This design comes from an exercise in tuning for small area and a short achievable clock period on the open sky130 flow, not from production work. At most, simulation tests tie the RTL to the original design; equivalence was not proved. No functional check of the RTL was part of run 2. Power is estimated from default activity; no workload was simulated.

## flow/design.v (module list and top-level ports; edited modules follow where they fit)
// module bfp_product_array: 42 lines
// module bfp_adder_tree: 291 lines
// module fp_normalize: 174 lines
// module bfp_dot_product: 53 lines
module bfp_dot_product (
    input  logic                    i_clk,
    input  logic                    i_reset_n,
    input  logic                    i_valid,
    input  logic [(8 + 16 * (3 + 1))-1:0] i_act,
    input  logic [(8 + 16 * (3 + 1))-1:0] i_weight,
    output logic                    o_valid,
    output logic [(1 + 8 + 23)-1:0]        o_result
);
  // ...
==> flow/flow/run.sh <==
#!/bin/bash
# Own layout flow: the standard ORFS flow, with these changes in how the layout is made:
#  - the port buffers are sky130_fd_sc_hd__buf_1 cells (buffer_ports picks a delay cell otherwise);
#  - synthesis skips the generic ABC pass inside Yosys's synth (SYNTH_ARGS=-noabc), so the
#    full adders are extracted from the design's own gates (fewer inverters); the script
#    is still synth_recipe.tcl, so registers keep their names and cell types;
#  - timing repair aims for extra setup slack (SETUP_SLACK_MARGIN), only on the worst endpoints.
# The clock period and constraints are the standard flow's, unchanged.
set -euo pipefail
export BUFFER_PORTS_ARGS="-buffer_cell sky130_fd_sc_hd__buf_1"
export SYNTH_ARGS="-noabc"
export SETUP_SLACK_MARGIN=${MARGIN:-7.2}
export TNS_END_PERCENT=${TNS:-5}
bash standard.sh > standard.log 2>&1
==> flow/standard.sh <==
#!/bin/bash
# synth_recipe.tcl (not shown) runs the flow's synth.tcl, then flattens the netlist and writes it again
# the make line also repeats each setting of config.mk as NAME=value (left out here)
make -C /OpenROAD-flow-scripts/flow DESIGN_CONFIG=/design/flow/config.mk WORK_HOME=/design/flow/orfs CLKGATE_MAP_FILE= SYNTH_SCRIPT=/design/flow/synth_recipe.tcl "${@:-finish}"
==> flow/config.mk <==
export PLATFORM = sky130hd
export DESIGN_NAME = bfp_dot_product
export DESIGN_NICKNAME = bfp_dot_product
export VERILOG_FILES = /design/flow/design.v
export SDC_FILE = /design/flow/constraint.sdc
export NUM_CORES = 4
export LEC_CHECK = 0
export CAP_MARGIN = 20
export CORE_MARGIN = 2
export CORE_UTILIZATION = 40
export SLEW_MARGIN = 20
==> flow/constraint.sdc <==
create_clock -name core_clock -period 10.5 [get_ports {i_clk}]
set_input_delay 2.1000 -clock core_clock [delete_from_list [all_inputs] [get_ports {i_clk}]]
set_output_delay 2.1000 -clock core_clock [all_outputs]
set_load 0.01 [all_outputs]
==> summary.txt, run 1 <==
Min path:
- The startpoint identified for the worst hold timing path is v2.
- The worst hold path terminates at o_valid.

Timing:
- The clock period could shrink to 3.616 ns.
- The tightest hold margin is 0.3648 ns.
- For this run, the top clock speed supported by timing is 0.2766 GHz.
- The total of endpoints with negative setup slack in the final report is 0.

Die:
- The floorplan step set the die width to 196.3 um.
- The die covers 0.03853 mm2.
- From bottom edge to top edge, the die measures 196.3 um.
- For this configuration, the core starts out at a cell density of 40.49%.
- The site row count is 70.

Global route:
- Summed over all layers, the global routing overflow is 0.

Final layout:
- The number of buffers outside the clock class in the layout is 196.
- The total number of multi-input combinational cells is 1403.
- Summing all non-filler instances in the final layout gives an area of 0.01677 mm2.
- The final sequential cell count is 176.
- The most common cell after layout, fill and taps aside is nand2_1.
- The area growth from synthesis to layout is 13.37%.

Outcome:
- The run finished with no timing, DRC or antenna violations.

Route:
- The detail-routed via count per cell is 5.573.
- The routed wire length is 39400 um.
- The count of nets left with antenna violations once routing finished came out at 0.
- The total via count after detailed routing is 13290.

Yosys:
- The synthesized netlist devotes 26.17% of its cell area to compound gates.
- In the synthesized netlist, the cells that appear most often are nand2_1 (194), dfxtp_1 (173), a21oi_1 (151).
- The adder-cell share of the synthesized area is 17.60%.
- The share of synthesized area occupied by flip-flops and latches is 23.93%.

Critical path:
- The critical path's largest stage delay is 0.55 ns.
- The first element of the critical path is s2_cut[4].
- Walking the worst path, the cells encountered are ha_1 > or4_4 > nor4_4 > buf_6 > nand2_4 > a211o_4 > a211oi_4 > buf_4 > a221o_1 > nor4_2 > nand2_1 > nand3_4 > buf_12 > a211oi_2.

CTS:
- The count of hold buffers inserted by post-cts repair is 0.
- The count of cells resized by post-cts repair is 45.
- TritonCTS built the clock tree.
- The number of clock sinks seen by CTS is 176.
- The number of H-tree levels is 4.

Flow run:
- The max-cap violation count is 0.

Place:
- The detailed placement HPWL is 30490 um.

Power and ir drop:
- Per report_power, the combinational group accounts for 73.7% of the total.
- For this design the total switching power over the nets is 0.003086 W.
==> module bfp_adder_tree, before the edit <==
module bfp_adder_tree (
    input  logic [111:0] i_t,
    output logic [16:0] o_cut
);
    wire bs1, bc2;
    assign bs1 = i_t[0] ^ i_t[7] ^ i_t[14];
    assign bc2 = (i_t[0] & i_t[7]) | (i_t[0] & i_t[14]) | (i_t[7] & i_t[14]);
    wire bs3, bc4;
    assign bs3 = i_t[21] ^ i_t[28] ^ i_t[35];
    assign bc4 = (i_t[21] & i_t[28]) | (i_t[21] & i_t[35]) | (i_t[28] & i_t[35]);
    wire bs5, bc6;
    assign bs5 = i_t[42] ^ i_t[49] ^ i_t[56];
    assign bc6 = (i_t[42] & i_t[49]) | (i_t[42] & i_t[56]) | (i_t[49] & i_t[56]);
    wire bs7, bc8;
    assign bs7 = i_t[63] ^ i_t[70] ^ i_t[77];
    assign bc8 = (i_t[63] & i_t[70]) | (i_t[63] & i_t[77]) | (i_t[70] & i_t[77]);
    wire bs9, bc10;
    assign bs9 = i_t[84] ^ i_t[91] ^ i_t[98];
    assign bc10 = (i_t[84] & i_t[91]) | (i_t[84] & i_t[98]) | (i_t[91] & i_t[98]);
    wire bs11, bc12;
    assign bs11 = i_t[105] ^ bs1 ^ bs3;
    assign bc12 = (i_t[105] & bs1) | (i_t[105] & bs3) | (bs1 & bs3);
    wire bs13, bc14;
    assign bs13 = bs5 ^ bs7 ^ bs9;
    assign bc14 = (bs5 & bs7) | (bs5 & bs9) | (bs7 & bs9);
    wire bs15, bc16;
    assign bs15 = i_t[1] ^ i_t[8] ^ i_t[15];
    assign bc16 = (i_t[1] & i_t[8]) | (i_t[1] & i_t[15]) | (i_t[8] & i_t[15]);
    wire bs17, bc18;
    assign bs17 = i_t[22] ^ i_t[29] ^ i_t[36];
    assign bc18 = (i_t[22] & i_t[29]) | (i_t[22] & i_t[36]) | (i_t[29] & i_t[36]);
    wire bs19, bc20;
    assign bs19 = i_t[43] ^ i_t[50] ^ i_t[57];
    assign bc20 = (i_t[43] & i_t[50]) | (i_t[43] & i_t[57]) | (i_t[50] & i_t[57]);
    wire bs21, bc22;
    assign bs21 = i_t[64] ^ i_t[71] ^ i_t[78];
    assign bc22 = (i_t[64] & i_t[71]) | (i_t[64] & i_t[78]) | (i_t[71] & i_t[78]);
    wire bs23, bc24;
    assign bs23 = i_t[85] ^ i_t[92] ^ i_t[99];
    assign bc24 = (i_t[85] & i_t[92]) | (i_t[85] & i_t[99]) | (i_t[92] & i_t[99]);
    wire bs25, bc26;
    assign bs25 = i_t[106] ^ bc2 ^ bc4;
    assign bc26 = (i_t[106] & bc2) | (i_t[106] & bc4) | (bc2 & bc4);
    wire bs27, bc28;
    assign bs27 = bc6 ^ bc8 ^ bc10;
    assign bc28 = (bc6 & bc8) | (bc6 & bc10) | (bc8 & bc10);
    wire bs29, bc30;
    assign bs29 = bs15 ^ bs17 ^ bs19;
    assign bc30 = (bs15 & bs17) | (bs15 & bs19) | (bs17 & bs19);
    wire bs31, bc32;
    assign bs31 = bs21 ^ bs23 ^ bc12;
    assign bc32 = (bs21 & bs23) | (bs21 & bc12) | (bs23 & bc12);
    wire bs33, bc34;
    assign bs33 = bc14 ^ bs25 ^ bs27;
    assign bc34 = (bc14 & bs25) | (bc14 & bs27) | (bs25 & bs27);
    wire bs35, bc36;
    assign bs35 = bs29 ^ bs31 ^ bs33;
    assign bc36 = (bs29 & bs31) | (bs29 & bs33) | (bs31 & bs33);
    wire bs37, bc38;
    assign bs37 = i_t[2] ^ i_t[9] ^ i_t[16];
    assign bc38 = (i_t[2] & i_t[9]) | (i_t[2] & i_t[16]) | (i_t[9] & i_t[16]);
    wire bs39, bc40;
    assign bs39 = i_t[23] ^ i_t[30] ^ i_t[37];
    assign bc40 = (i_t[23] & i_t[30]) | (i_t[23] & i_t[37]) | (i_t[30] & i_t[37]);
    wire bs41, bc42;
    assign bs41 = i_t[44] ^ i_t[51] ^ i_t[58];
    assign bc42 = (i_t[44] & i_t[51]) | (i_t[44] & i_t[58]) | (i_t[51] & i_t[58]);
    wire bs43, bc44;
    assign bs43 = i_t[65] ^ i_t[72] ^ i_t[79];
    assign bc44 = (i_t[65] & i_t[72]) | (i_t[65] & i_t[79]) | (i_t[72] & i_t[79]);
    wire bs45, bc46;
    assign bs45 = i_t[86] ^ i_t[93] ^ i_t[100];
    assign bc46 = (i_t[86] & i_t[93]) | (i_t[86] & i_t[100]) | (i_t[93] & i_t[100]);
    wire bs47, bc48;
    assign bs47 = i_t[107] ^ bc16 ^ bc18;
    assign bc48 = (i_t[107] & bc16) | (i_t[107] & bc18) | (bc16 & bc18);
    wire bs49, bc50;
    assign bs49 = bc20 ^ bc22 ^ bc24;
    assign bc50 = (bc20 & bc22) | (bc20 & bc24) | (bc22 & bc24);
    wire bs51, bc52;
    assign bs51 = bs37 ^ bs39 ^ bs41;
    assign bc52 = (bs37 & bs39) | (bs37 & bs41) | (bs39 & bs41);
    wire bs53, bc54;
    assign bs53 = bs43 ^ bs45 ^ bc26;
    assign bc54 = (bs43 & bs45) | (bs43 & bc26) | (bs45 & bc26);
    wire bs55, bc56;
    assign bs55 = bc28 ^ bc30 ^ bs47;
    assign bc56 = (bc28 & bc30) | (bc28 & bs47) | (bc30 & bs47);
    wire bs57, bc58;
    assign bs57 = bs49 ^ bs51 ^ bc32;
    assign bc58 = (bs49 & bs51) | (bs49 & bc32) | (bs51 & bc32);
    wire bs59, bc60;
    assign bs59 = bc34 ^ bs53 ^ bs55;
    assign bc60 = (bc34 & bs53) | (bc34 & bs55) | (bs53 & bs55);
    wire bs61, bc62;
    assign bs61 = bc36 ^ bs57 ^ bs59;
    assign bc62 = (bc36 & bs57) | (bc36 & bs59) | (bs57 & bs59);
    wire bs63, bc64;
    assign bs63 = i_t[3] ^ i_t[10] ^ i_t[17];
    assign bc64 = (i_t[3] & i_t[10]) | (i_t[3] & i_t[17]) | (i_t[10] & i_t[17]);
    wire bs65, bc66;
    assign bs65 = i_t[24] ^ i_t[31] ^ i_t[38];
    assign bc66 = (i_t[24] & i_t[31]) | (i_t[24] & i_t[38]) | (i_t[31] & i_t[38]);
    wire bs67, bc68;
    assign bs67 = i_t[45] ^ i_t[52] ^ i_t[59];
    assign bc68 = (i_t[45] & i_t[52]) | (i_t[45] & i_t[59]) | (i_t[52] & i_t[59]);
    wire bs69, bc70;
    assign bs69 = i_t[66] ^ i_t[73] ^ i_t[80];
    assign bc70 = (i_t[66] & i_t[73]) | (i_t[66] & i_t[80]) | (i_t[73] & i_t[80]);
    wire bs71, bc72;
    assign bs71 = i_t[87] ^ i_t[94] ^ i_t[101];
    assign bc72 = (i_t[87] & i_t[94]) | (i_t[87] & i_t[101]) | (i_t[94] & i_t[101]);
    wire bs73, bc74;
    assign bs73 = i_t[108] ^ bc38 ^ bc40;
    assign bc74 = (i_t[108] & bc38) | (i_t[108] & bc40) | (bc38 & bc40);
    wire bs75, bc76;
    assign bs75 = bc42 ^ bc44 ^ bc46;
    assign bc76 = (bc42 & bc44) | (bc42 & bc46) | (bc44 & bc46);
    wire bs77, bc78;
    assign bs77 = bs63 ^ bs65 ^ bs67;
    assign bc78 = (bs63 & bs65) | (bs63 & bs67) | (bs65 & bs67);
    wire bs79, bc80;
    assign bs79 = bs69 ^ bs71 ^ bc48;
    assign bc80 = (bs69 & bs71) | (bs69 & bc48) | (bs71 & bc48);
    wire bs81, bc82;
    assign bs81 = bc50 ^ bc52 ^ bs73;
    assign bc82 = (bc50 & bc52) | (bc50 & bs73) | (bc52 & bs73);
    wire bs83, bc84;
    assign bs83 = bs75 ^ bs77 ^ bc54;
    assign bc84 = (bs75 & bs77) | (bs75 & bc54) | (bs77 & bc54);
    wire bs85, bc86;
    assign bs85 = bc56 ^ bs79 ^ bs81;
    assign bc86 = (bc56 & bs79) | (bc56 & bs81) | (bs79 & bs81);
    wire bs87, bc88;
    assign bs87 = bc58 ^ bs83 ^ bc60;
    assign bc88 = (bc58 & bs83) | (bc58 & bc60) | (bs83 & bc60);
    wire bs89, bc90;
    assign bs89 = bs85 ^ bc62 ^ bs87;
    assign bc90 = (bs85 & bc62) | (bs85 & bs87) | (bc62 & bs87);
    wire bs91, bc92;
    assign bs91 = i_t[4] ^ i_t[11] ^ i_t[18];
    assign bc92 = (i_t[4] & i_t[11]) | (i_t[4] & i_t[18]) | (i_t[11] & i_t[18]);
    wire bs93, bc94;
    assign bs93 = i_t[25] ^ i_t[32] ^ i_t[39];
    assign bc94 = (i_t[25] & i_t[32]) | (i_t[25] & i_t[39]) | (i_t[32] & i_t[39]);
    wire bs95, bc96;
    assign bs95 = i_t[46] ^ i_t[53] ^ i_t[60];
    assign bc96 = (i_t[46] & i_t[53]) | (i_t[46] & i_t[60]) | (i_t[53] & i_t[60]);
    wire bs97, bc98;
    assign bs97 = i_t[67] ^ i_t[74] ^ i_t[81];
    assign bc98 = (i_t[67] & i_t[74]) | (i_t[67] & i_t[81]) | (i_t[74] & i_t[81]);
    wire bs99, bc100;
    assign bs99 = i_t[88] ^ i_t[95] ^ i_t[102];
    assign bc100 = (i_t[88] & i_t[95]) | (i_t[88] & i_t[102]) | (i_t[95] & i_t[102]);
    wire bs101, bc102;
    assign bs101 = i_t[109] ^ bc64 ^ bc66;
    assign bc102 = (i_t[109] & bc64) | (i_t[109] & bc66) | (bc64 & bc66);
    wire bs103, bc104;
    assign bs103 = bc68 ^ bc70 ^ bc72;
    assign bc104 = (bc68 & bc70) | (bc68 & bc72) | (bc70 & bc72);
    wire bs105, bc106;
    assign bs105 = bs91 ^ bs93 ^ bs95;
    assign bc106 = (bs91 & bs93) | (bs91 & bs95) | (bs93 & bs95);
    wire bs107, bc108;
    assign bs107 = bs97 ^ bs99 ^ bc74;
    assign bc108 = (bs97 & bs99) | (bs97 & bc74) | (bs99 & bc74);
    wire bs109, bc110;
    assign bs109 = bc76 ^ bc78 ^ bs101;
    assign bc110 = (bc76 & bc78) | (bc76 & bs101) | (bc78 & bs101);
    wire bs111, bc112;
    assign bs111 = bs103 ^ bs105 ^ bc80;
    assign bc112 = (bs103 & bs105) | (bs103 & bc80) | (bs105 & bc80);
    wire bs113, bc114;
    assign bs113 = bc82 ^ bs107 ^ bs109;
    assign bc114 = (bc82 & bs107) | (bc82 & bs109) | (bs107 & bs109);
    wire bs115, bc116;
    assign bs115 = bc84 ^ bs111 ^ bc86;
    assign bc116 = (bc84 & bs111) | (bc84 & bc86) | (bs111 & bc86);
    wire bs117, bc118;
    assign bs117 = bs113 ^ bc88 ^ bs115;
    assign bc118 = (bs113 & bc88) | (bs113 & bs115) | (bc88 & bs115);
    wire bs119, bc120;
    assign bs119 = i_t[5] ^ i_t[12] ^ i_t[19];
    assign bc120 = (i_t[5] & i_t[12]) | (i_t[5] & i_t[19]) | (i_t[12] & i_t[19]);
    wire bs121, bc122;
    assign bs121 = i_t[26] ^ i_t[33] ^ i_t[40];
    assign bc122 = (i_t[26] & i_t[33]) | (i_t[26] & i_t[40]) | (i_t[33] & i_t[40]);
    wire bs123, bc124;
    assign bs123 = i_t[47] ^ i_t[54] ^ i_t[61];
    assign bc124 = (i_t[47] & i_t[54]) | (i_t[47] & i_t[61]) | (i_t[54] & i_t[61]);
    wire bs125, bc126;
    assign bs125 = i_t[68] ^ i_t[75] ^ i_t[82];
    assign bc126 = (i_t[68] & i_t[75]) | (i_t[68] & i_t[82]) | (i_t[75] & i_t[82]);
    wire bs127, bc128;
    assign bs127 = i_t[89] ^ i_t[96] ^ i_t[103];
    assign bc128 = (i_t[89] & i_t[96]) | (i_t[89] & i_t[103]) | (i_t[96] & i_t[103]);
    wire bs129, bc130;
    assign bs129 = i_t[110] ^ bc92 ^ bc94;
    assign bc130 = (i_t[110] & bc92) | (i_t[110] & bc94) | (bc92 & bc94);
    wire bs131, bc132;
    assign bs131 = bc96 ^ bc98 ^ bc100;
    assign bc132 = (bc96 & bc98) | (bc96 & bc100) | (bc98 & bc100);
    wire bs133, bc134;
    assign bs133 = bs119 ^ bs121 ^ bs123;
    assign bc134 = (bs119 & bs121) | (bs119 & bs123) | (bs121 & bs123);
    wire bs135, bc136;
    assign bs135 = bs125 ^ bs127 ^ bc102;
    assign bc136 = (bs125 & bs127) | (bs125 & bc102) | (bs127 & bc102);
    wire bs137, bc138;
    assign bs137 = bc104 ^ bc106 ^ bs129;
    assign bc138 = (bc104 & bc106) | (bc104 & bs129) | (bc106 & bs129);
    wire bs139, bc140;
    assign bs139 = bs131 ^ bs133 ^ bc108;
    assign bc140 = (bs131 & bs133) | (bs131 & bc108) | (bs133 & bc108);
    wire bs141, bc142;
    assign bs141 = bc110 ^ bs135 ^ bs137;
    assign bc142 = (bc110 & bs135) | (bc110 & bs137) | (bs135 & bs137);
    wire bs143, bc144;
    assign bs143 = bc112 ^ bs139 ^ bc114;
    assign bc144 = (bc112 & bs139) | (bc112 & bc114) | (bs139 & bc114);
    wire bs145, bc146;
    assign bs145 = bs141 ^ bc116 ^ bs143;
    assign bc146 = (bs141 & bc116) | (bs141 & bs143) | (bc116 & bs143);
    wire bs147, bc148;
    assign bs147 = ~i_t[6] ^ ~i_t[13] ^ ~i_t[20];
    assign bc148 = (~i_t[6] & ~i_t[13]) | (~i_t[6] & ~i_t[20]) | (~i_t[13] & ~i_t[20]);
    wire bs149, bc150;
    assign bs149 = ~i_t[27] ^ ~i_t[34] ^ ~i_t[41];
    assign bc150 = (~i_t[27] & ~i_t[34]) | (~i_t[27] & ~i_t[41]) | (~i_t[34] & ~i_t[41]);
    wire bs151, bc152;
    assign bs151 = ~i_t[48] ^ ~i_t[55] ^ ~i_t[62];
    assign bc152 = (~i_t[48] & ~i_t[55]) | (~i_t[48] & ~i_t[62]) | (~i_t[55] & ~i_t[62]);
    wire bs153, bc154;
    assign bs153 = ~i_t[69] ^ ~i_t[76] ^ ~i_t[83];
    assign bc154 = (~i_t[69] & ~i_t[76]) | (~i_t[69] & ~i_t[83]) | (~i_t[76] & ~i_t[83]);
    wire bs155, bc156;
    assign bs155 = ~i_t[90] ^ ~i_t[97] ^ ~i_t[104];
    assign bc156 = (~i_t[90] & ~i_t[97]) | (~i_t[90] & ~i_t[104]) | (~i_t[97] & ~i_t[104]);
    wire bs157, bc158;
    assign bs157 = ~i_t[111] ^ bc120 ^ bc122;
    assign bc158 = (~i_t[111] & bc120) | (~i_t[111] & bc122) | (bc120 & bc122);
    wire bs159, bc160;
    assign bs159 = bc124 ^ bc126 ^ bc128;
    assign bc160 = (bc124 & bc126) | (bc124 & bc128) | (bc126 & bc128);
    wire bs161, bc162;
    assign bs161 = bs147 ^ bs149 ^ bs151;
    assign bc162 = (bs147 & bs149) | (bs147 & bs151) | (bs149 & bs151);
    wire bs163, bc164;
    assign bs163 = bs153 ^ bs155 ^ bc130;
    assign bc164 = (bs153 & bs155) | (bs153 & bc130) | (bs155 & bc130);
    wire bs165, bc166;
    assign bs165 = bc132 ^ bc134 ^ bs157;
    assign bc166 = (bc132 & bc134) | (bc132 & bs157) | (bc134 & bs157);
    wire bs167, bc168;
    assign bs167 = bs159 ^ bs161 ^ bc136;
    assign bc168 = (bs159 & bs161) | (bs159 & bc136) | (bs161 & bc136);
    wire bs169, bc170;
    assign bs169 = bc138 ^ bs163 ^ bs165;
    assign bc170 = (bc138 & bs163) | (bc138 & bs165) | (bs163 & bs165);
    wire bs171, bc172;
    assign bs171 = bc140 ^ bs167 ^ bc142;
    assign bc172 = (bc140 & bs167) | (bc140 & bc142) | (bs167 & bc142);
    wire bs173, bc174;
    assign bs173 = bs169 ^ bc144 ^ bs171;
    assign bc174 = (bs169 & bc144) | (bs169 & bs171) | (bc144 & bs171);
    wire bs175, bc176;
    assign bs175 = bc148 ^ bc150 ^ bc152;
    assign bc176 = (bc148 & bc150) | (bc148 & bc152) | (bc150 & bc152);
    wire bs177, bc178;
    assign bs177 = bc154 ^ bc156 ^ bc158;
    assign bc178 = (bc154 & bc156) | (bc154 & bc158) | (bc156 & bc158);
    wire bs179, bc180;
    assign bs179 = bc160 ^ bc162 ^ bs175;
    assign bc180 = (bc160 & bc162) | (bc160 & bs175) | (bc162 & bs175);
    wire bs181, bc182;
    assign bs181 = bc164 ^ bc166 ^ bs177;
    assign bc182 = (bc164 & bc166) | (bc164 & bs177) | (bc166 & bs177);
    wire bs183, bc184;
    assign bs183 = bs179 ^ bc168 ^ bc170;
    assign bc184 = (bs179 & bc168) | (bs179 & bc170) | (bc168 & bc170);
    wire bs185, bc186;
    assign bs185 = bs181 ^ bc172 ^ bs183;
    assign bc186 = (bs181 & bc172) | (bs181 & bs183) | (bc172 & bs183);
    wire bs187, bc188;
    assign bs187 = bc176 ^ bc178 ^ bc180;
    assign bc188 = (bc176 & bc178) | (bc176 & bc180) | (bc178 & bc180);
    wire bs189, bc190;
    assign bs189 = bc182 ^ bs187 ^ bc184;
    assign bc190 = (bc182 & bs187) | (bc182 & bc184) | (bs187 & bc184);
    assign o_cut = {bc190, bc188, bs189, bc186, bs185, bc174, bs173, bc146, bs145, bc118, bs117, bc90, bs89, bs61, bs35, bs13, bs11};
endmodule
==> module fp_normalize, before the edit <==
module fp_normalize (
    input  logic [16:0] i_cut,
    input  logic [9:0]  i_e0,
    output logic [17:0] o_res
);
    logic [10:0] x, y;
    logic [10:0] pos, negv;
    logic        neg;
    logic [9:0]  mag;
    logic [9:0]  lz;           
    logic [3:0]  p;
    logic [8:0]  frac;
    logic [9:0]  flmask, ovmask;
    logic [7:0]  e;
    logic        zero, flush, ovf;
    assign x = {1'b0, i_cut[15], i_cut[13], i_cut[11], i_cut[9], i_cut[7], i_cut[5], i_cut[4], i_cut[3], i_cut[2], i_cut[0]};
    assign y = {1'b0, i_cut[16], i_cut[14], i_cut[12], i_cut[10], i_cut[8], i_cut[6], 1'b0, 1'b0, 1'b0, i_cut[1]};
    logic [10:0] g0, p0, cy;
    assign g0 = x & y;
    assign p0 = x ^ y;
    logic [10:0] g1, p1;
    assign g1[0] = g0[0];
    assign p1[0] = p0[0];
    assign g1[1] = g0[1] | (p0[1] & g0[0]);
    assign p1[1] = p0[1] & p0[0];
    assign g1[2] = g0[2] | (p0[2] & g0[1]);
    assign p1[2] = p0[2] & p0[1];
    assign g1[3] = g0[3] | (p0[3] & g0[2]);
    assign p1[3] = p0[3] & p0[2];
    assign g1[4] = g0[4] | (p0[4] & g0[3]);
    assign p1[4] = p0[4] & p0[3];
    assign g1[5] = g0[5] | (p0[5] & g0[4]);
    assign p1[5] = p0[5] & p0[4];
    assign g1[6] = g0[6] | (p0[6] & g0[5]);
    assign p1[6] = p0[6] & p0[5];
    assign g1[7] = g0[7] | (p0[7] & g0[6]);
    assign p1[7] = p0[7] & p0[6];
    assign g1[8] = g0[8] | (p0[8] & g0[7]);
    assign p1[8] = p0[8] & p0[7];
    assign g1[9] = g0[9] | (p0[9] & g0[8]);
    assign p1[9] = p0[9] & p0[8];
    assign g1[10] = g0[10] | (p0[10] & g0[9]);
    assign p1[10] = p0[10] & p0[9];
    logic [10:0] g2, p2;
    assign g2[0] = g1[0];
    assign p2[0] = p1[0];
    assign g2[1] = g1[1];
    assign p2[1] = p1[1];
    assign g2[2] = g1[2] | (p1[2] & g1[0]);
    assign p2[2] = p1[2] & p1[0];
    assign g2[3] = g1[3] | (p1[3] & g1[1]);
    assign p2[3] = p1[3] & p1[1];
    assign g2[4] = g1[4] | (p1[4] & g1[2]);
    assign p2[4] = p1[4] & p1[2];
    assign g2[5] = g1[5] | (p1[5] & g1[3]);
    assign p2[5] = p1[5] & p1[3];
    assign g2[6] = g1[6] | (p1[6] & g1[4]);
    assign p2[6] = p1[6] & p1[4];
    assign g2[7] = g1[7] | (p1[7] & g1[5]);
    assign p2[7] = p1[7] & p1[5];
    assign g2[8] = g1[8] | (p1[8] & g1[6]);
    assign p2[8] = p1[8] & p1[6];
    assign g2[9] = g1[9] | (p1[9] & g1[7]);
    assign p2[9] = p1[9] & p1[7];
    assign g2[10] = g1[10] | (p1[10] & g1[8]);
    assign p2[10] = p1[10] & p1[8];
    logic [10:0] g3, p3;
    assign g3[0] = g2[0];
    assign p3[0] = p2[0];
    assign g3[1] = g2[1];
    assign p3[1] = p2[1];
    assign g3[2] = g2[2];
    assign p3[2] = p2[2];
    assign g3[3] = g2[3];
    assign p3[3] = p2[3];
    assign g3[4] = g2[4] | (p2[4] & g2[0]);
    assign p3[4] = p2[4] & p2[0];
    assign g3[5] = g2[5] | (p2[5] & g2[1]);
    assign p3[5] = p2[5] & p2[1];
    assign g3[6] = g2[6] | (p2[6] & g2[2]);
    assign p3[6] = p2[6] & p2[2];
    assign g3[7] = g2[7] | (p2[7] & g2[3]);
    assign p3[7] = p2[7] & p2[3];
    assign g3[8] = g2[8] | (p2[8] & g2[4]);
    assign p3[8] = p2[8] & p2[4];
    assign g3[9] = g2[9] | (p2[9] & g2[5]);
    assign p3[9] = p2[9] & p2[5];
    assign g3[10] = g2[10] | (p2[10] & g2[6]);
    assign p3[10] = p2[10] & p2[6];
    logic [10:0] g4, p4;
    assign g4[0] = g3[0];
    assign p4[0] = p3[0];
    assign g4[1] = g3[1];
    assign p4[1] = p3[1];
    assign g4[2] = g3[2];
    assign p4[2] = p3[2];
    assign g4[3] = g3[3];
    assign p4[3] = p3[3];
    assign g4[4] = g3[4];
    assign p4[4] = p3[4];
    assign g4[5] = g3[5];
    assign p4[5] = p3[5];
    assign g4[6] = g3[6];
    assign p4[6] = p3[6];
    assign g4[7] = g3[7];
    assign p4[7] = p3[7];
    assign g4[8] = g3[8] | (p3[8] & g3[0]);
    assign p4[8] = p3[8] & p3[0];
    assign g4[9] = g3[9] | (p3[9] & g3[1]);
    assign p4[9] = p3[9] & p3[1];
    assign g4[10] = g3[10] | (p3[10] & g3[2]);
    assign p4[10] = p3[10] & p3[2];
    assign cy  = {g4[9:0], 1'b0};
    assign pos = p0 ^ cy;
    logic [9:0] zt, lowz;
    assign zt = p0[9:0] ^ {x[8:0] | y[8:0], 1'b0};
    always_comb begin
        lowz[0] = 1'b1;
        for (int i = 1; i < 10; i++) lowz[i] = lowz[i-1] & ~zt[i-1];
    end
    assign negv = {1'b0, pos[9:0] ^ ~lowz};
    assign neg  = ~pos[10];
    logic [9:0] lzp, lzn;
    always_comb begin
        for (int k = 0; k < 10; k++) begin
            lzp[k] = pos[k];
            lzn[k] = negv[k];
            for (int j = k + 1; j < 10; j++) begin
                lzp[k] = lzp[k] & ~pos[j];
                lzn[k] = lzn[k] & ~negv[j];
            end
        end
    end
    assign mag = neg ? negv[9:0] : pos[9:0];
    assign lz  = neg ? lzn : lzp;
    always_comb begin
        frac = '0;
        for (int k = 1; k < 10; k++)
            for (int j = 0; j < k; j++)
                frac[8-j] = frac[8-j] | (lz[k] & mag[k-1-j]);
    end
    always_comb begin
        p = '0;
        for (int k = 0; k < 10; k++) p = p | ({4{lz[k]}} & 4'(k));
    end
    logic ge255, near255, le0;
    logic [4:0] elo;
    logic [3:0] ehi1;
    assign ge255   = ~i_e0[9] & (i_e0[8] | (&i_e0[7:0]));
    assign near255 = ~i_e0[9] & ~i_e0[8] & (&i_e0[7:4]);        
    assign le0     = i_e0[9] | ~|i_e0;
    always_comb begin
        for (int k = 0; k < 10; k++) begin
            flmask[k] = le0 & (i_e0[9] ? (5'(k) + {2'b0, i_e0[2:0]} <= 5'd8) : (k == 0));
            ovmask[k] = ge255 | (near255 & (5'(k) + {1'b0, i_e0[3:0]} >= 5'd15));
        end
    end
    logic [4:0] elok [10];
    always_comb begin
        ehi1 = i_e0[7:4] + 4'd1;
        for (int k = 0; k < 10; k++) elok[k] = {1'b0, i_e0[3:0]} + 5'(k);
        elo = '0;
        for (int k = 0; k < 10; k++) elo = elo | ({5{lz[k]}} & elok[k]);
    end
    assign e     = {elo[4] ? ehi1 : i_e0[7:4], elo[3:0]};
    assign zero  = ~|lz;
    assign flush = |(lz & flmask);
    assign ovf   = |(lz & ovmask);
    always_comb begin
        if (zero || flush) o_res = '0;
        else if (ovf)      o_res = {neg, 8'hFF, 9'h0};
        else               o_res = {neg, e, frac};
    end
endmodule
==> module bfp_dot_product, before the edit <==
module bfp_dot_product (
    input  logic                    i_clk,
    input  logic                    i_reset_n,
    input  logic                    i_valid,
    input  logic [(8 + 16 * (3 + 1))-1:0] i_act,
    input  logic [(8 + 16 * (3 + 1))-1:0] i_weight,
    output logic                    o_valid,
    output logic [(1 + 8 + 23)-1:0]        o_result
);
    logic        v1, v2;
    logic [111:0] s1_t;
    logic [15:0] s1_exp;
    logic [16:0] cut;
    logic [16:0] s2_cut;
    logic [9:0]  s2_e0;
    logic [17:0] res;
    logic [17:0] s3_res;
    always_ff @(posedge i_clk or negedge i_reset_n) begin
        if (!i_reset_n) begin
            v1      <= 1'b0;
            v2      <= 1'b0;
            o_valid <= 1'b0;
        end else begin
            v1      <= i_valid;
            v2      <= v1;
            o_valid <= v2;
        end
    end
    bfp_product_array bfp_product_array_inst (
        .i_clk    (i_clk),
        .i_act    (i_act),
        .i_weight (i_weight),
        .o_t      (s1_t),
        .o_exp    (s1_exp)
    );
    bfp_adder_tree bfp_adder_tree_inst (
        .i_t      (s1_t),
        .o_cut   (cut)
    );
    always_ff @(posedge i_clk) begin
        s2_cut <= cut;
        s2_e0  <= {2'b00, s1_exp[7:0]} + {2'b00, s1_exp[15:8]} - 10'd6;
    end
    fp_normalize fp_normalize_inst (
        .i_cut (s2_cut),
        .i_e0  (s2_e0),
        .o_res (res)
    );
    always_ff @(posedge i_clk) begin
        s3_res <= res;
    end
    assign o_result = {s3_res, 14'h0};
endmodule
==> inputs of run 2 (changes only) <==
--- a/flow/design.v
+++ b/flow/design.v
@@ -47,7 +47,7 @@
 `default_nettype none
 module bfp_adder_tree (
     input  logic [111:0] i_t,
-    output logic [16:0] o_cut
+    output logic [21:0] o_cut
 );
     wire bs1, bc2;
     assign bs1 = i_t[0] ^ i_t[7] ^ i_t[14];
@@ -334,13 +334,35 @@
     wire bs189, bc190;
     assign bs189 = bc182 ^ bs187 ^ bc184;
     assign bc190 = (bc182 & bs187) | (bc182 & bc184) | (bs187 & bc184);
-    assign o_cut = {bc190, bc188, bs189, bc186, bs185, bc174, bs173, bc146, bs145, bc118, bs117, bc90, bs89, bs61, bs35, bs13, bs11};
+    wire pp0 = bs11 ^ bs13;
+    wire gg0 = bs11 & bs13;
+    wire pp1 = bs35 ^ 1'b0;
+    wire gg1 = bs35 & 1'b0;
+    wire pp2 = bs61 ^ 1'b0;
+    wire gg2 = bs61 & 1'b0;
+    wire pp3 = bs89 ^ 1'b0;
+    wire gg3 = bs89 & 1'b0;
+    wire pp4 = bc90 ^ bs117;
+    wire gg4 = bc90 & bs117;
+    wire pp5 = bc118 ^ bs145;
+    wire gg5 = bc118 & bs145;
+    wire pp6 = bc146 ^ bs173;
+    wire gg6 = bc146 & bs173;
+    wire pp7 = bc174 ^ bs185;
+    wire gg7 = bc174 & bs185;
+    wire pp8 = bc186 ^ bs189;
+    wire gg8 = bc186 & bs189;
+    wire pp9 = bc188 ^ bc190;
+    wire gg9 = bc188 & bc190;
+    wire pp10 = 1'b0 ^ 1'b0;
+    wire gg10 = 1'b0 & 1'b0;
+    assign o_cut = {gg10, gg9, gg8, gg7, gg6, gg5, gg4, gg3, gg2, gg1, gg0, pp10, pp9, pp8, pp7, pp6, pp5, pp4, pp3, pp2, pp1, pp0};
 endmodule
 `default_nettype wire
 `timescale 1ns/1ns
 `default_nettype none
 module fp_normalize (
-    input  logic [16:0] i_cut,
+    input  logic [21:0] i_cut,
     input  logic [9:0]  i_e0,
     output logic [17:0] o_res
 );
@@ -354,11 +376,9 @@
     logic [9:0]  flmask, ovmask;
     logic [7:0]  e;
     logic        zero, flush, ovf;
-    assign x = {1'b0, i_cut[15], i_cut[13], i_cut[11], i_cut[9], i_cut[7], i_cut[5], i_cut[4], i_cut[3], i_cut[2], i_cut[0]};
-    assign y = {1'b0, i_cut[16], i_cut[14], i_cut[12], i_cut[10], i_cut[8], i_cut[6], 1'b0, 1'b0, 1'b0, i_cut[1]};
     logic [10:0] g0, p0, cy;
-    assign g0 = x & y;
-    assign p0 = x ^ y;
+    assign p0 = i_cut[10:0];
+    assign g0 = i_cut[21:11];
     logic [10:0] g1, p1;
     assign g1[0] = g0[0];
     assign p1[0] = p0[0];
@@ -454,7 +474,7 @@
     assign cy  = {g4[9:0], 1'b0};
     assign pos = p0 ^ cy;
     logic [9:0] zt, lowz;
-    assign zt = p0[9:0] ^ {x[8:0] | y[8:0], 1'b0};
+    assign zt = p0[9:0] ^ {g0[8:0] | p0[8:0], 1'b0};
     always_comb begin
         lowz[0] = 1'b1;
         for (int i = 1; i < 10; i++) lowz[i] = lowz[i-1] & ~zt[i-1];
@@ -490,16 +510,82 @@
     assign ge255   = ~i_e0[9] & (i_e0[8] | (&i_e0[7:0]));
     assign near255 = ~i_e0[9] & ~i_e0[8] & (&i_e0[7:4]);        
     assign le0     = i_e0[9] | ~|i_e0;
-    always_comb begin
-        for (int k = 0; k < 10; k++) begin
-            flmask[k] = le0 & (i_e0[9] ? (5'(k) + {2'b0, i_e0[2:0]} <= 5'd8) : (k == 0));
-            ovmask[k] = ge255 | (near255 & (5'(k) + {1'b0, i_e0[3:0]} >= 5'd15));
-        end
-    end
     logic [4:0] elok [10];
+    assign flmask[0] = le0 & (i_e0[9] ? 1'b1 : 1'b1);
+    assign ovmask[0] = ge255 | (near255 & ((i_e0[3:0] == 4'd15)));
+    assign flmask[1] = le0 & (i_e0[9] ? 1'b1 : 1'b0);
+    assign ovmask[1] = ge255 | (near255 & ((i_e0[3:0] == 4'd14) | (i_e0[3:0] == 4'd15)));
+    assign flmask[2] = le0 & (i_e0[9] ? ((i_e0[2:0] == 3'd0) | (i_e0[2:0] == 3'd1) | (i_e0[2:0] == 3'd2) | (i_e0[2:0] == 3'd3) | (i_e0[2:0] == 3'd4) | (i_e0[2:0] == 3'd5) | (i_e0[2:0] == 3'd6)) : 1'b0);
+    assign ovmask[2] = ge255 | (near255 & ((i_e0[3:0] == 4'd13) | (i_e0[3:0] == 4'd14) | (i_e0[3:0] == 4'd15)));
+    assign flmask[3] = le0 & (i_e0[9] ? ((i_e0[2:0] == 3'd0) | (i_e0[2:0] == 3'd1) | (i_e0[2:0] == 3'd2) | (i_e0[2:0] == 3'd3) | (i_e0[2:0] == 3'd4) | (i_e0[2:0] == 3'd5)) : 1'b0);
+    assign ovmask[3] = ge255 | (near255 & ((i_e0[3:0] == 4'd12) | (i_e0[3:0] == 4'd13) | (i_e0[3:0] == 4'd14) | (i_e0[3:0] == 4'd15)));
+    assign flmask[4] = le0 & (i_e0[9] ? ((i_e0[2:0] == 3'd0) | (i_e0[2:0] == 3'd1) | (i_e0[2:0] == 3'd2) | (i_e0[2:0] == 3'd3) | (i_e0[2:0] == 3'd4)) : 1'b0);
+    assign ovmask[4] = ge255 | (near255 & ((i_e0[3:0] == 4'd11) | (i_e0[3:0] == 4'd12) | (i_e0[3:0] == 4'd13) | (i_e0[3:0] == 4'd14) | (i_e0[3:0] == 4'd15)));
+    assign flmask[5] = le0 & (i_e0[9] ? ((i_e0[2:0] == 3'd0) | (i_e0[2:0] == 3'd1) | (i_e0[2:0] == 3'd2) | (i_e0[2:0] == 3'd3)) : 1'b0);
+    assign ovmask[5] = ge255 | (near255 & ((i_e0[3:0] == 4'd10) | (i_e0[3:0] == 4'd11) | (i_e0[3:0] == 4'd12) | (i_e0[3:0] == 4'd13) | (i_e0[3:0] == 4'd14) | (i_e0[3:0] == 4'd15)));
+    assign flmask[6] = le0 & (i_e0[9] ? ((i_e0[2:0] == 3'd0) | (i_e0[2:0] == 3'd1) | (i_e0[2:0] == 3'd2)) : 1'b0);
+    assign ovmask[6] = ge255 | (near255 & ((i_e0[3:0] == 4'd9) | (i_e0[3:0] == 4'd10) | (i_e0[3:0] == 4'd11) | (i_e0[3:0] == 4'd12) | (i_e0[3:0] == 4'd13) | (i_e0[3:0] == 4'd14) | (i_e0[3:0] == 4'd15)));
+    assign flmask[7] = le0 & (i_e0[9] ? ((i_e0[2:0] == 3'd0) | (i_e0[2:0] == 3'd1)) : 1'b0);
+    assign ovmask[7] = ge255 | (near255 & ((i_e0[3:0] == 4'd8) | (i_e0[3:0] == 4'd9) | (i_e0[3:0] == 4'd10) | (i_e0[3:0] == 4'd11) | (i_e0[3:0] == 4'd12) | (i_e0[3:0] == 4'd13) | (i_e0[3:0] == 4'd14) | (i_e0[3:0] == 4'd15)));
+    assign flmask[8] = le0 & (i_e0[9] ? ((i_e0[2:0] == 3'd0)) : 1'b0);
+    assign ovmask[8] = ge255 | (near255 & ((i_e0[3:0] == 4'd7) | (i_e0[3:0] == 4'd8) | (i_e0[3:0] == 4'd9) | (i_e0[3:0] == 4'd10) | (i_e0[3:0] == 4'd11) | (i_e0[3:0] == 4'd12) | (i_e0[3:0] == 4'd13) | (i_e0[3:0] == 4'd14) | (i_e0[3:0] == 4'd15)));
+    assign flmask[9] = le0 & (i_e0[9] ? 1'b0 : 1'b0);
+    assign ovmask[9] = ge255 | (near255 & ((i_e0[3:0] == 4'd6) | (i_e0[3:0] == 4'd7) | (i_e0[3:0] == 4'd8) | (i_e0[3:0] == 4'd9) | (i_e0[3:0] == 4'd10) | (i_e0[3:0] == 4'd11) | (i_e0[3:0] == 4'd12) | (i_e0[3:0] == 4'd13) | (i_e0[3:0] == 4'd14) | (i_e0[3:0] == 4'd15)));
+    assign elok[0][0] = ((i_e0[3:0] == 4'd1) | (i_e0[3:0] == 4'd3) | (i_e0[3:0] == 4'd5) | (i_e0[3:0] == 4'd7) | (i_e0[3:0] == 4'd9) | (i_e0[3:0] == 4'd11) | (i_e0[3:0] == 4'd13) | (i_e0[3:0] == 4'd15));
+    assign elok[0][1] = ((i_e0[3:0] == 4'd2) | (i_e0[3:0] == 4'd3) | (i_e0[3:0] == 4'd6) | (i_e0[3:0] == 4'd7) | (i_e0[3:0] == 4'd10) | (i_e0[3:0] == 4'd11) | (i_e0[3:0] == 4'd14) | (i_e0[3:0] == 4'd15));
+    assign elok[0][2] = ((i_e0[3:0] == 4'd4) | (i_e0[3:0] == 4'd5) | (i_e0[3:0] == 4'd6) | (i_e0[3:0] == 4'd7) | (i_e0[3:0] == 4'd12) | (i_e0[3:0] == 4'd13) | (i_e0[3:0] == 4'd14) | (i_e0[3:0] == 4'd15));
+    assign elok[0][3] = ((i_e0[3:0] == 4'd8) | (i_e0[3:0] == 4'd9) | (i_e0[3:0] == 4'd10) | (i_e0[3:0] == 4'd11) | (i_e0[3:0] == 4'd12) | (i_e0[3:0] == 4'd13) | (i_e0[3:0] == 4'd14) | (i_e0[3:0] == 4'd15));
+    assign elok[0][4] = 1'b0;
+    assign elok[1][0] = ((i_e0[3:0] == 4'd0) | (i_e0[3:0] == 4'd2) | (i_e0[3:0] == 4'd4) | (i_e0[3:0] == 4'd6) | (i_e0[3:0] == 4'd8) | (i_e0[3:0] == 4'd10) | (i_e0[3:0] == 4'd12) | (i_e0[3:0] == 4'd14));
+    assign elok[1][1] = ((i_e0[3:0] == 4'd1) | (i_e0[3:0] == 4'd2) | (i_e0[3:0] == 4'd5) | (i_e0[3:0] == 4'd6) | (i_e0[3:0] == 4'd9) | (i_e0[3:0] == 4'd10) | (i_e0[3:0] == 4'd13) | (i_e0[3:0] == 4'd14));
+    assign elok[1][2] = ((i_e0[3:0] == 4'd3) | (i_e0[3:0] == 4'd4) | (i_e0[3:0] == 4'd5) | (i_e0[3:0] == 4'd6) | (i_e0[3:0] == 4'd11) | (i_e0[3:0] == 4'd12) | (i_e0[3:0] == 4'd13) | (i_e0[3:0] == 4'd14));
+    assign elok[1][3] = ((i_e0[3:0] == 4'd7) | (i_e0[3:0] == 4'd8) | (i_e0[3:0] == 4'd9) | (i_e0[3:0] == 4'd10) | (i_e0[3:0] == 4'd11) | (i_e0[3:0] == 4'd12) | (i_e0[3:0] == 4'd13) | (i_e0[3:0] == 4'd14));
+    assign elok[1][4] = ((i_e0[3:0] == 4'd15));
+    assign elok[2][0] = ((i_e0[3:0] == 4'd1) | (i_e0[3:0] == 4'd3) | (i_e0[3:0] == 4'd5) | (i_e0[3:0] == 4'd7) | (i_e0[3:0] == 4'd9) | (i_e0[3:0] == 4'd11) | (i_e0[3:0] == 4'd13) | (i_e0[3:0] == 4'd15));
+    assign elok[2][1] = ((i_e0[3:0] == 4'd0) | (i_e0[3:0] == 4'd1) | (i_e0[3:0] == 4'd4) | (i_e0[3:0] == 4'd5) | (i_e0[3:0] == 4'd8) | (i_e0[3:0] == 4'd9) | (i_e0[3:0] == 4'd12) | (i_e0[3:0] == 4'd13));
+    assign elok[2][2] = ((i_e0[3:0] == 4'd2) | (i_e0[3:0] == 4'd3) | (i_e0[3:0] == 4'd4) | (i_e0[3:0] == 4'd5) | (i_e0[3:0] == 4'd10) | (i_e0[3:0] == 4'd11) | (i_e0[3:0] == 4'd12) | (i_e0[3:0] == 4'd13));
+    assign elok[2][3] = ((i_e0[3:0] == 4'd6) | (i_e0[3:0] == 4'd7) | (i_e0[3:0] == 4'd8) | (i_e0[3:0] == 4'd9) | (i_e0[3:0] == 4'd10) | (i_e0[3:0] == 4'd11) | (i_e0[3:0] == 4'd12) | (i_e0[3:0] == 4'd13));
+    assign elok[2][4] = ((i_e0[3:0] == 4'd14) | (i_e0[3:0] == 4'd15));
+    assign elok[3][0] = ((i_e0[3:0] == 4'd0) | (i_e0[3:0] == 4'd2) | (i_e0[3:0] == 4'd4) | (i_e0[3:0] == 4'd6) | (i_e0[3:0] == 4'd8) | (i_e0[3:0] == 4'd10) | (i_e0[3:0] == 4'd12) | (i_e0[3:0] == 4'd14));
+    assign elok[3][1] = ((i_e0[3:0] == 4'd0) | (i_e0[3:0] == 4'd3) | (i_e0[3:0] == 4'd4) | (i_e0[3:0] == 4'd7) | (i_e0[3:0] == 4'd8) | (i_e0[3:0] == 4'd11) | (i_e0[3:0] == 4'd12) | (i_e0[3:0] == 4'd15));
+    assign elok[3][2] = ((i_e0[3:0] == 4'd1) | (i_e0[3:0] == 4'd2) | (i_e0[3:0] == 4'd3) | (i_e0[3:0] == 4'd4) | (i_e0[3:0] == 4'd9) | (i_e0[3:0] == 4'd10) | (i_e0[3:0] == 4'd11) | (i_e0[3:0] == 4'd12));
+    assign elok[3][3] = ((i_e0[3:0] == 4'd5) | (i_e0[3:0] == 4'd6) | (i_e0[3:0] == 4'd7) | (i_e0[3:0] == 4'd8) | (i_e0[3:0] == 4'd9) | (i_e0[3:0] == 4'd10) | (i_e0[3:0] == 4'd11) | (i_e0[3:0] == 4'd12));
+    assign elok[3][4] = ((i_e0[3:0] == 4'd13) | (i_e0[3:0] == 4'd14) | (i_e0[3:0] == 4'd15));
+    assign elok[4][0] = ((i_e0[3:0] == 4'd1) | (i_e0[3:0] == 4'd3) | (i_e0[3:0] == 4'd5) | (i_e0[3:0] == 4'd7) | (i_e0[3:0] == 4'd9) | (i_e0[3:0] == 4'd11) | (i_e0[3:0] == 4'd13) | (i_e0[3:0] == 4'd15));
+    assign elok[4][1] = ((i_e0[3:0] == 4'd2) | (i_e0[3:0] == 4'd3) | (i_e0[3:0] == 4'd6) | (i_e0[3:0] == 4'd7) | (i_e0[3:0] == 4'd10) | (i_e0[3:0] == 4'd11) | (i_e0[3:0] == 4'd14) | (i_e0[3:0] == 4'd15));
+    assign elok[4][2] = ((i_e0[3:0] == 4'd0) | (i_e0[3:0] == 4'd1) | (i_e0[3:0] == 4'd2) | (i_e0[3:0] == 4'd3) | (i_e0[3:0] == 4'd8) | (i_e0[3:0] == 4'd9) | (i_e0[3:0] == 4'd10) | (i_e0[3:0] == 4'd11));
+    assign elok[4][3] = ((i_e0[3:0] == 4'd4) | (i_e0[3:0] == 4'd5) | (i_e0[3:0] == 4'd6) | (i_e0[3:0] == 4'd7) | (i_e0[3:0] == 4'd8) | (i_e0[3:0] == 4'd9) | (i_e0[3:0] == 4'd10) | (i_e0[3:0] == 4'd11));
+    assign elok[4][4] = ((i_e0[3:0] == 4'd12) | (i_e0[3:0] == 4'd13) | (i_e0[3:0] == 4'd14) | (i_e0[3:0] == 4'd15));
+    assign elok[5][0] = ((i_e0[3:0] == 4'd0) | (i_e0[3:0] == 4'd2) | (i_e0[3:0] == 4'd4) | (i_e0[3:0] == 4'd6) | (i_e0[3:0] == 4'd8) | (i_e0[3:0] == 4'd10) | (i_e0[3:0] == 4'd12) | (i_e0[3:0] == 4'd14));
+    assign elok[5][1] = ((i_e0[3:0] == 4'd1) | (i_e0[3:0] == 4'd2) | (i_e0[3:0] == 4'd5) | (i_e0[3:0] == 4'd6) | (i_e0[3:0] == 4'd9) | (i_e0[3:0] == 4'd10) | (i_e0[3:0] == 4'd13) | (i_e0[3:0] == 4'd14));
+    assign elok[5][2] = ((i_e0[3:0] == 4'd0) | (i_e0[3:0] == 4'd1) | (i_e0[3:0] == 4'd2) | (i_e0[3:0] == 4'd7) | (i_e0[3:0] == 4'd8) | (i_e0[3:0] == 4'd9) | (i_e0[3:0] == 4'd10) | (i_e0[3:0] == 4'd15));
+    assign elok[5][3] = ((i_e0[3:0] == 4'd3) | (i_e0[3:0] == 4'd4) | (i_e0[3:0] == 4'd5) | (i_e0[3:0] == 4'd6) | (i_e0[3:0] == 4'd7) | (i_e0[3:0] == 4'd8) | (i_e0[3:0] == 4'd9) | (i_e0[3:0] == 4'd10));
+    assign elok[5][4] = ((i_e0[3:0] == 4'd11) | (i_e0[3:0] == 4'd12) | (i_e0[3:0] == 4'd13) | (i_e0[3:0] == 4'd14) | (i_e0[3:0] == 4'd15));
+    assign elok[6][0] = ((i_e0[3:0] == 4'd1) | (i_e0[3:0] == 4'd3) | (i_e0[3:0] == 4'd5) | (i_e0[3:0] == 4'd7) | (i_e0[3:0] == 4'd9) | (i_e0[3:0] == 4'd11) | (i_e0[3:0] == 4'd13) | (i_e0[3:0] == 4'd15));
+    assign elok[6][1] = ((i_e0[3:0] == 4'd0) | (i_e0[3:0] == 4'd1) | (i_e0[3:0] == 4'd4) | (i_e0[3:0] == 4'd5) | (i_e0[3:0] == 4'd8) | (i_e0[3:0] == 4'd9) | (i_e0[3:0] == 4'd12) | (i_e0[3:0] == 4'd13));
+    assign elok[6][2] = ((i_e0[3:0] == 4'd0) | (i_e0[3:0] == 4'd1) | (i_e0[3:0] == 4'd6) | (i_e0[3:0] == 4'd7) | (i_e0[3:0] == 4'd8) | (i_e0[3:0] == 4'd9) | (i_e0[3:0] == 4'd14) | (i_e0[3:0] == 4'd15));
+    assign elok[6][3] = ((i_e0[3:0] == 4'd2) | (i_e0[3:0] == 4'd3) | (i_e0[3:0] == 4'd4) | (i_e0[3:0] == 4'd5) | (i_e0[3:0] == 4'd6) | (i_e0[3:0] == 4'd7) | (i_e0[3:0] == 4'd8) | (i_e0[3:0] == 4'd9));
+    assign elok[6][4] = ((i_e0[3:0] == 4'd10) | (i_e0[3:0] == 4'd11) | (i_e0[3:0] == 4'd12) | (i_e0[3:0] == 4'd13) | (i_e0[3:0] == 4'd14) | (i_e0[3:0] == 4'd15));
+    assign elok[7][0] = ((i_e0[3:0] == 4'd0) | (i_e0[3:0] == 4'd2) | (i_e0[3:0] == 4'd4) | (i_e0[3:0] == 4'd6) | (i_e0[3:0] == 4'd8) | (i_e0[3:0] == 4'd10) | (i_e0[3:0] == 4'd12) | (i_e0[3:0] == 4'd14));
+    assign elok[7][1] = ((i_e0[3:0] == 4'd0) | (i_e0[3:0] == 4'd3) | (i_e0[3:0] == 4'd4) | (i_e0[3:0] == 4'd7) | (i_e0[3:0] == 4'd8) | (i_e0[3:0] == 4'd11) | (i_e0[3:0] == 4'd12) | (i_e0[3:0] == 4'd15));
+    assign elok[7][2] = ((i_e0[3:0] == 4'd0) | (i_e0[3:0] == 4'd5) | (i_e0[3:0] == 4'd6) | (i_e0[3:0] == 4'd7) | (i_e0[3:0] == 4'd8) | (i_e0[3:0] == 4'd13) | (i_e0[3:0] == 4'd14) | (i_e0[3:0] == 4'd15));
+    assign elok[7][3] = ((i_e0[3:0] == 4'd1) | (i_e0[3:0] == 4'd2) | (i_e0[3:0] == 4'd3) | (i_e0[3:0] == 4'd4) | (i_e0[3:0] == 4'd5) | (i_e0[3:0] == 4'd6) | (i_e0[3:0] == 4'd7) | (i_e0[3:0] == 4'd8));
+    assign elok[7][4] = ((i_e0[3:0] == 4'd9) | (i_e0[3:0] == 4'd10) | (i_e0[3:0] == 4'd11) | (i_e0[3:0] == 4'd12) | (i_e0[3:0] == 4'd13) | (i_e0[3:0] == 4'd14) | (i_e0[3:0] == 4'd15));
+    assign elok[8][0] = ((i_e0[3:0] == 4'd1) | (i_e0[3:0] == 4'd3) | (i_e0[3:0] == 4'd5) | (i_e0[3:0] == 4'd7) | (i_e0[3:0] == 4'd9) | (i_e0[3:0] == 4'd11) | (i_e0[3:0] == 4'd13) | (i_e0[3:0] == 4'd15));
+    assign elok[8][1] = ((i_e0[3:0] == 4'd2) | (i_e0[3:0] == 4'd3) | (i_e0[3:0] == 4'd6) | (i_e0[3:0] == 4'd7) | (i_e0[3:0] == 4'd10) | (i_e0[3:0] == 4'd11) | (i_e0[3:0] == 4'd14) | (i_e0[3:0] == 4'd15));
+    assign elok[8][2] = ((i_e0[3:0] == 4'd4) | (i_e0[3:0] == 4'd5) | (i_e0[3:0] == 4'd6) | (i_e0[3:0] == 4'd7) | (i_e0[3:0] == 4'd12) | (i_e0[3:0] == 4'd13) | (i_e0[3:0] == 4'd14) | (i_e0[3:0] == 4'd15));
+    assign elok[8][3] = ((i_e0[3:0] == 4'd0) | (i_e0[3:0] == 4'd1) | (i_e0[3:0] == 4'd2) | (i_e0[3:0] == 4'd3) | (i_e0[3:0] == 4'd4) | (i_e0[3:0] == 4'd5) | (i_e0[3:0] == 4'd6) | (i_e0[3:0] == 4'd7));
+    assign elok[8][4] = ((i_e0[3:0] == 4'd8) | (i_e0[3:0] == 4'd9) | (i_e0[3:0] == 4'd10) | (i_e0[3:0] == 4'd11) | (i_e0[3:0] == 4'd12) | (i_e0[3:0] == 4'd13) | (i_e0[3:0] == 4'd14) | (i_e0[3:0] == 4'd15));
+    assign elok[9][0] = ((i_e0[3:0] == 4'd0) | (i_e0[3:0] == 4'd2) | (i_e0[3:0] == 4'd4) | (i_e0[3:0] == 4'd6) | (i_e0[3:0] == 4'd8) | (i_e0[3:0] == 4'd10) | (i_e0[3:0] == 4'd12) | (i_e0[3:0] == 4'd14));
+    assign elok[9][1] = ((i_e0[3:0] == 4'd1) | (i_e0[3:0] == 4'd2) | (i_e0[3:0] == 4'd5) | (i_e0[3:0] == 4'd6) | (i_e0[3:0] == 4'd9) | (i_e0[3:0] == 4'd10) | (i_e0[3:0] == 4'd13) | (i_e0[3:0] == 4'd14));
+    assign elok[9][2] = ((i_e0[3:0] == 4'd3) | (i_e0[3:0] == 4'd4) | (i_e0[3:0] == 4'd5) | (i_e0[3:0] == 4'd6) | (i_e0[3:0] == 4'd11) | (i_e0[3:0] == 4'd12) | (i_e0[3:0] == 4'd13) | (i_e0[3:0] == 4'd14));
+    assign elok[9][3] = ((i_e0[3:0] == 4'd0) | (i_e0[3:0] == 4'd1) | (i_e0[3:0] == 4'd2) | (i_e0[3:0] == 4'd3) | (i_e0[3:0] == 4'd4) | (i_e0[3:0] == 4'd5) | (i_e0[3:0] == 4'd6) | (i_e0[3:0] == 4'd15));
+    assign elok[9][4] = ((i_e0[3:0] == 4'd7) | (i_e0[3:0] == 4'd8) | (i_e0[3:0] == 4'd9) | (i_e0[3:0] == 4'd10) | (i_e0[3:0] == 4'd11) | (i_e0[3:0] == 4'd12) | (i_e0[3:0] == 4'd13) | (i_e0[3:0] == 4'd14) | (i_e0[3:0] == 4'd15));
+    assign ehi1[0] = ((i_e0[7:4] == 4'd0) | (i_e0[7:4] == 4'd2) | (i_e0[7:4] == 4'd4) | (i_e0[7:4] == 4'd6) | (i_e0[7:4] == 4'd8) | (i_e0[7:4] == 4'd10) | (i_e0[7:4] == 4'd12) | (i_e0[7:4] == 4'd14));
+    assign ehi1[1] = ((i_e0[7:4] == 4'd1) | (i_e0[7:4] == 4'd2) | (i_e0[7:4] == 4'd5) | (i_e0[7:4] == 4'd6) | (i_e0[7:4] == 4'd9) | (i_e0[7:4] == 4'd10) | (i_e0[7:4] == 4'd13) | (i_e0[7:4] == 4'd14));
+    assign ehi1[2] = ((i_e0[7:4] == 4'd3) | (i_e0[7:4] == 4'd4) | (i_e0[7:4] == 4'd5) | (i_e0[7:4] == 4'd6) | (i_e0[7:4] == 4'd11) | (i_e0[7:4] == 4'd12) | (i_e0[7:4] == 4'd13) | (i_e0[7:4] == 4'd14));
+    assign ehi1[3] = ((i_e0[7:4] == 4'd7) | (i_e0[7:4] == 4'd8) | (i_e0[7:4] == 4'd9) | (i_e0[7:4] == 4'd10) | (i_e0[7:4] == 4'd11) | (i_e0[7:4] == 4'd12) | (i_e0[7:4] == 4'd13) | (i_e0[7:4] == 4'd14));
     always_comb begin
-        ehi1 = i_e0[7:4] + 4'd1;
-        for (int k = 0; k < 10; k++) elok[k] = {1'b0, i_e0[3:0]} + 5'(k);
         elo = '0;
         for (int k = 0; k < 10; k++) elo = elo | ({5{lz[k]}} & elok[k]);
     end
@@ -528,8 +614,8 @@
     logic        v1, v2;
     logic [111:0] s1_t;
     logic [15:0] s1_exp;
-    logic [16:0] cut;
-    logic [16:0] s2_cut;
+    logic [21:0] cut;
+    logic [21:0] s2_cut;
     logic [9:0]  s2_e0;
     logic [17:0] res;
     logic [17:0] s3_res;
==> summary.txt, run 2 <==
Timing:
- Across the routed clock network, the largest skew measured is 0.01532 ns.
- The transition time at the pin with the least slew margin is 0.7520 ns.
- The post-route setup TNS is 0 ns.
- In this run the tightest slew margin relative to its limit is 49.87%.
- The upper clock frequency limit is 0.2777 GHz (+0.42%).
- Setup repair after global routing could not meet its margin everywhere.
- The total of endpoints with negative setup slack in the final report was 0 (unchanged).
- The minimum clock period is 3.600 ns (-0.01528 ns).
- The number of hold-slack violations in the final timing report is 0.
- The share of the clock period used by the worst path is 34.29%.
- The final count of pins violating max slew is 0.

Die:
- The total area inside the core boundary comes to 0.03454 mm2.
- The top-level I/O count is 180.
- The initial cell density of the core is 40.63% (+0.14 points).
- The x dimension of the die is 191.3 um (-2.5%).
- The die extent in y was 191.3 um (-2.5%).
- The floorplan die area was 0.03660 mm2 (-5.0%).
- The site row count is 68 (-2.9%).

Critical path:
- The worst reg2reg path startpoint is fp_normalize_inst.i_cut[3].
- The most numerous cell type found on the critical path is buf_6.
- The kind of end point of the critical path is a register.
- The critical path is of the register to register type.
- The maximum fanout along the worst path is 6.
- The signal on the critical path passes through ha_4 > nor4_4 > o211ai_4 > a311oi_2 > a32oi_4 > or3_4 > o41a_1 > buf_6 > nor3_1 > o32a_1 > o21ai_1 > nand4_4 > buf_6 > buf_6 > a31oi_1.
- The most critical setup path has its startpoint at fp_normalize_inst.i_cut[3].
- The number of buffers and inverters on the critical path is 3.
- The slowest stage of the critical path belongs to the cell o41a_1.
- The kind of launch point of the worst setup path is a register.
- The critical path's largest stage delay is 0.40 ns (-0.15 ns).
- The data arrival time of the worst path is 3.91 ns.
- At the worst endpoint, the required time is 10.81 ns.
- The kind of cell adding the most delay to the critical path is compound AO/OA/AOI/OAI gates.

Final layout:
- The top cell types in the final layout, fill and taps aside, are nand2_1 (210), buf_1 (165), a21oi_1 (163).
- The most common cell after layout, fill and taps aside is nand2_1.
- The total inserted antenna cells is 0.
- The number of standard cells in the layout, taps in and fillers out is 2317.
- At the end of the flow the core is filled with cells to 46.29%.
- In the final layout, the registers with the most flip-flops are bfp_product_array_inst.o_t x112, s3_res x18, bfp_product_array_inst.o_exp x16.
- The post-route netlist has 9.237% of its cells at a drive strength greater than 1.
- The synthesis-to-layout area growth is 13.92%.
- The finished layout cell area was 0.01599 mm2 (-4.6%).
- The register with the most flip-flops in the layout has 112 of them.
- Counting flops per register, the top entry is bfp_product_array_inst.o_t.
- After the last flow step, the layout net total stands at 2120.

Place:
- Port buffering added 165 buffers.
- The detailed placement HPWL came to 27310 um (-10%).
- The number of placed instances, taps included is 2254.
- The cell area after placement is 0.01487 mm2.
- The congestion estimate from routability-driven global placement came to 0.8774.

Yosys:
- By count the netlist is led by nand2_1 (212), dfxtp_1 (173), a21oi_1 (165).
- The post-synthesis cell type with the largest combined area is dfxtp_1.
- The share of synthesized area in the top cell type comes to 24.67%.
- In this run the mean area of a mapped cell was 8.021 um2.
- The warning count from the yosys run is 4.
- The count of flip-flops with a built-in enable after synthesis is 0.
- The most common flop cell mapped by yosys is dfxtp_1.
- After synthesis, the cell types taking the most area are dfxtp_1 (25%), fa_1 (14%), a21oi_1 (5.9%).
- Synthesis produced 1750 cells.
- The fraction of synthesis flops using an asynchronous set or reset pin is 1.705%.
- The share of synthesized area occupied by flip-flops and latches is 25.21% (+1.3 points).
- The mapped netlist covers 0.01404 mm2.
- The synthesized design contains 176 register bits.
- The number of different library cells used by synthesis comes to 91.
- By instance count, the leading cell after synthesis is nand2_1.

Route:
- After detailed routing, the number of remaining DRC violations is 0.
- The number of nets with antenna violations after routing is 0 (unchanged).
- The pre-antenna-repair detailed-routing pass consisted of 7 iterations.
- The total via count after detailed routing was 12740 (-4.1%).
- Dividing the detail-routed wire length by the instance count gives 15.49 um.
- The routed wire length was 35880 um (-8.9%).
- The detail-routed via count per cell is 5.498 (-1.3%).
- After the first detailed-routing iteration, the DRC count stood at 1002.

Global route:
- The initial antenna violation count was 0.
- The via count of the first global-routing pass is 11330.
- The final global-route overflow total is 0 (unchanged).
- Global routing used 19.19% of the available tracks.
- The wire length of the first global-routing pass is 56900 um.
- Entering global routing, the biggest net connects 21 pins.

CTS:
- In this run the deepest clock path goes through 2 buffers.
- In this run the clock root is driven by a clkbuf_16.
- TritonCTS built the clock tree.
- The insertion delay of the later-clocked pin in the worst-skew pair is 0.44 ns.
- TritonCTS created 17 clock buffers.
- The number of clock sinks seen by CTS is 176 (unchanged).
- The count of hold buffers inserted by post-cts repair is 0 (unchanged).
- The clock-pin slew on the worst setup and hold paths is 0.07 ns.
- The number of H-tree levels is 4 (unchanged).

Min path:
- The class of the tightest hold or removal check is register to register.
- The origin of the worst min-delay path is v2.

Power and ir drop:
- Net switching is 45.90% of the power.
- Per report_power, the clock group accounts for 12.1% of the total.
- The internal power contribution is 0.002844 W.
- The analysis attributes to cell leakage a power of 6.171 nW.
- The maximum vdd drop is 0.0002767 V.
- Per report_power, the sequential group accounts for 20.1% of the total.
- For this design the ratio of total power to cell area is 328.8 mW/mm2.
- The part of the power in combinational logic is 67.8% (-5.9 points).
- The power spent charging and discharging nets came to 0.002413 W (-22%).

Outcome:
- The run finished with no timing, DRC or antenna violations.

Flow run:
- The max-cap violation count is 0 (unchanged).
## run 2: cell count changes in the layout (fill, tap and decap cells not counted), moves of 7 or more
cell,previous run,this run
nor2b_1,19,12
fa_2,0,29
inv_1,105,93
a211oi_2,8,0
ha_1,45,24
buf_4,25,33
nand2_1,194,210
nor2_1,133,149
fa_1,96,67
nor3_1,17,26
a21oi_1,148,163
nor3_2,10,2
## run 2: worst register-to-register path, delay by kind of cell, from the launching register on
kind	cells	cell delay, ns
AOI/OAI and AO/OA	7	1.37
DFF	1	0.37
buffers and inverters	3	0.40
and+or+nand+nor	4	1.08
adders and majority gates	1	0.26
## run 2: worst paths after layout
check	to	slack (ns)	depth (start not counted)
worst max-delay path	s3_res[10]	6.90	15
worst min-delay path	o_valid	0.35	0
worst max register to register	s3_res[10]	6.90	15
worst min register to register	o_valid	0.35	0
max in group asynchronous	v1	8.89	1
min in group asynchronous	o_valid	1.46	1
## run 2: cell type report
cell class,count,area (um2)
clock inverters,15,183.9
multi-input cells,1359,9990
repair buffers,201,900.9
well taps,455,569.3
fillers,3393,18550
clock buffers,17,425.4
flip-flops and latches,176,3567
inverters,94,352.8
## run 2: cells by family (layout without fill, tap and decap cells)
logic type                 count (synthesis)  in the layout  synth area share, %
DFF                                      176            176                25.21
adders and majority gates                125            125                16.26
and+or+nand+nor                          524            524                17.08
other                                      1             14              0.02672
AOI/OAI and AO/OA                        554            554                25.77
xor gates and xnor gates                 135            135                8.424
buffers and inverters                    228            327                6.694
muxes                                      7              7               0.5348
## run 2: layer usage
layer	GRT usage, %	vias up	wire length, um
li1	-	6366	-
met1	26.59	5921	16280
met2	31.63	403	17360
met3	2.405	50	1520
met4	4.822	0	724
met5	0	-	0
## run 2: through the flow
step / power [W] / setup WS, ns / hold WS, ns
finish: 0.005257 / 6.900 / 0.3473
global route: 0.005802 / 6.796 / 0.3472
CTS: 0.005009 / 6.942 / 0.3490
detailed placement: 0.004244 / 6.378 / 0.3387
global placement: 0.004223 / 6.473 / 0.3360
floorplan: 0.003453 / 7.133 / 0.3312
## run 2: power by group through the flow
| stage | combinational, W | sequential, W | clock (W) |
|---|---|---|---|
| detailed placement | 0.00318 | 0.00106 | 0 |
| CTS | 0.00331 | 0.00105 | 0.000650 |
| global route | 0.00404 | 0.00108 | 0.000682 |
| floorplan | 0.00245 | 0.00100 | 0 |
| finish | 0.00356 | 0.00106 | 0.000638 |
| global placement | 0.00316 | 0.00106 | 0 |
## run 2: repair_timing
action	4_1_cts	5_1_grt
setup buffers	11	20
gates resized for setup	29	34
endpoints found under the setup margin	31	52
hold endpoints to repair	0	0
pin swaps	16	18

port drivers added, routing unchanged:
In the flow no input, the clock included, has a driving cell. The finished layouts below were timed again as built, in two steps.
Step 1 sets driving cells, clkbuf_16 on the clock port and buf_2 on the other inputs (assumed; they add their load-dependent delay and slew).
Step 2 moves the port delays by t, midway between the first and last clock arrival at a register: inputs arrive t later, outputs are due t later. That takes back most of the time a late clock gives input paths.
Slacks: ideal ports / drivers / drivers and shift; pairs: ideal ports / drivers.
run | shift t [ns] | slack for setup (ns) | worst setup path at the end
run 1 | 0.487 | 6.884 / 6.884 / 6.757 | input to register
run 2 | 0.481 | 6.900 / 6.900 / 6.767 | input to register
After both steps every run listed still meets setup and hold. For run 2, which loses most, drivers alone change the setup slack by 0.000 ns; drivers and shift together by -0.133 ns.
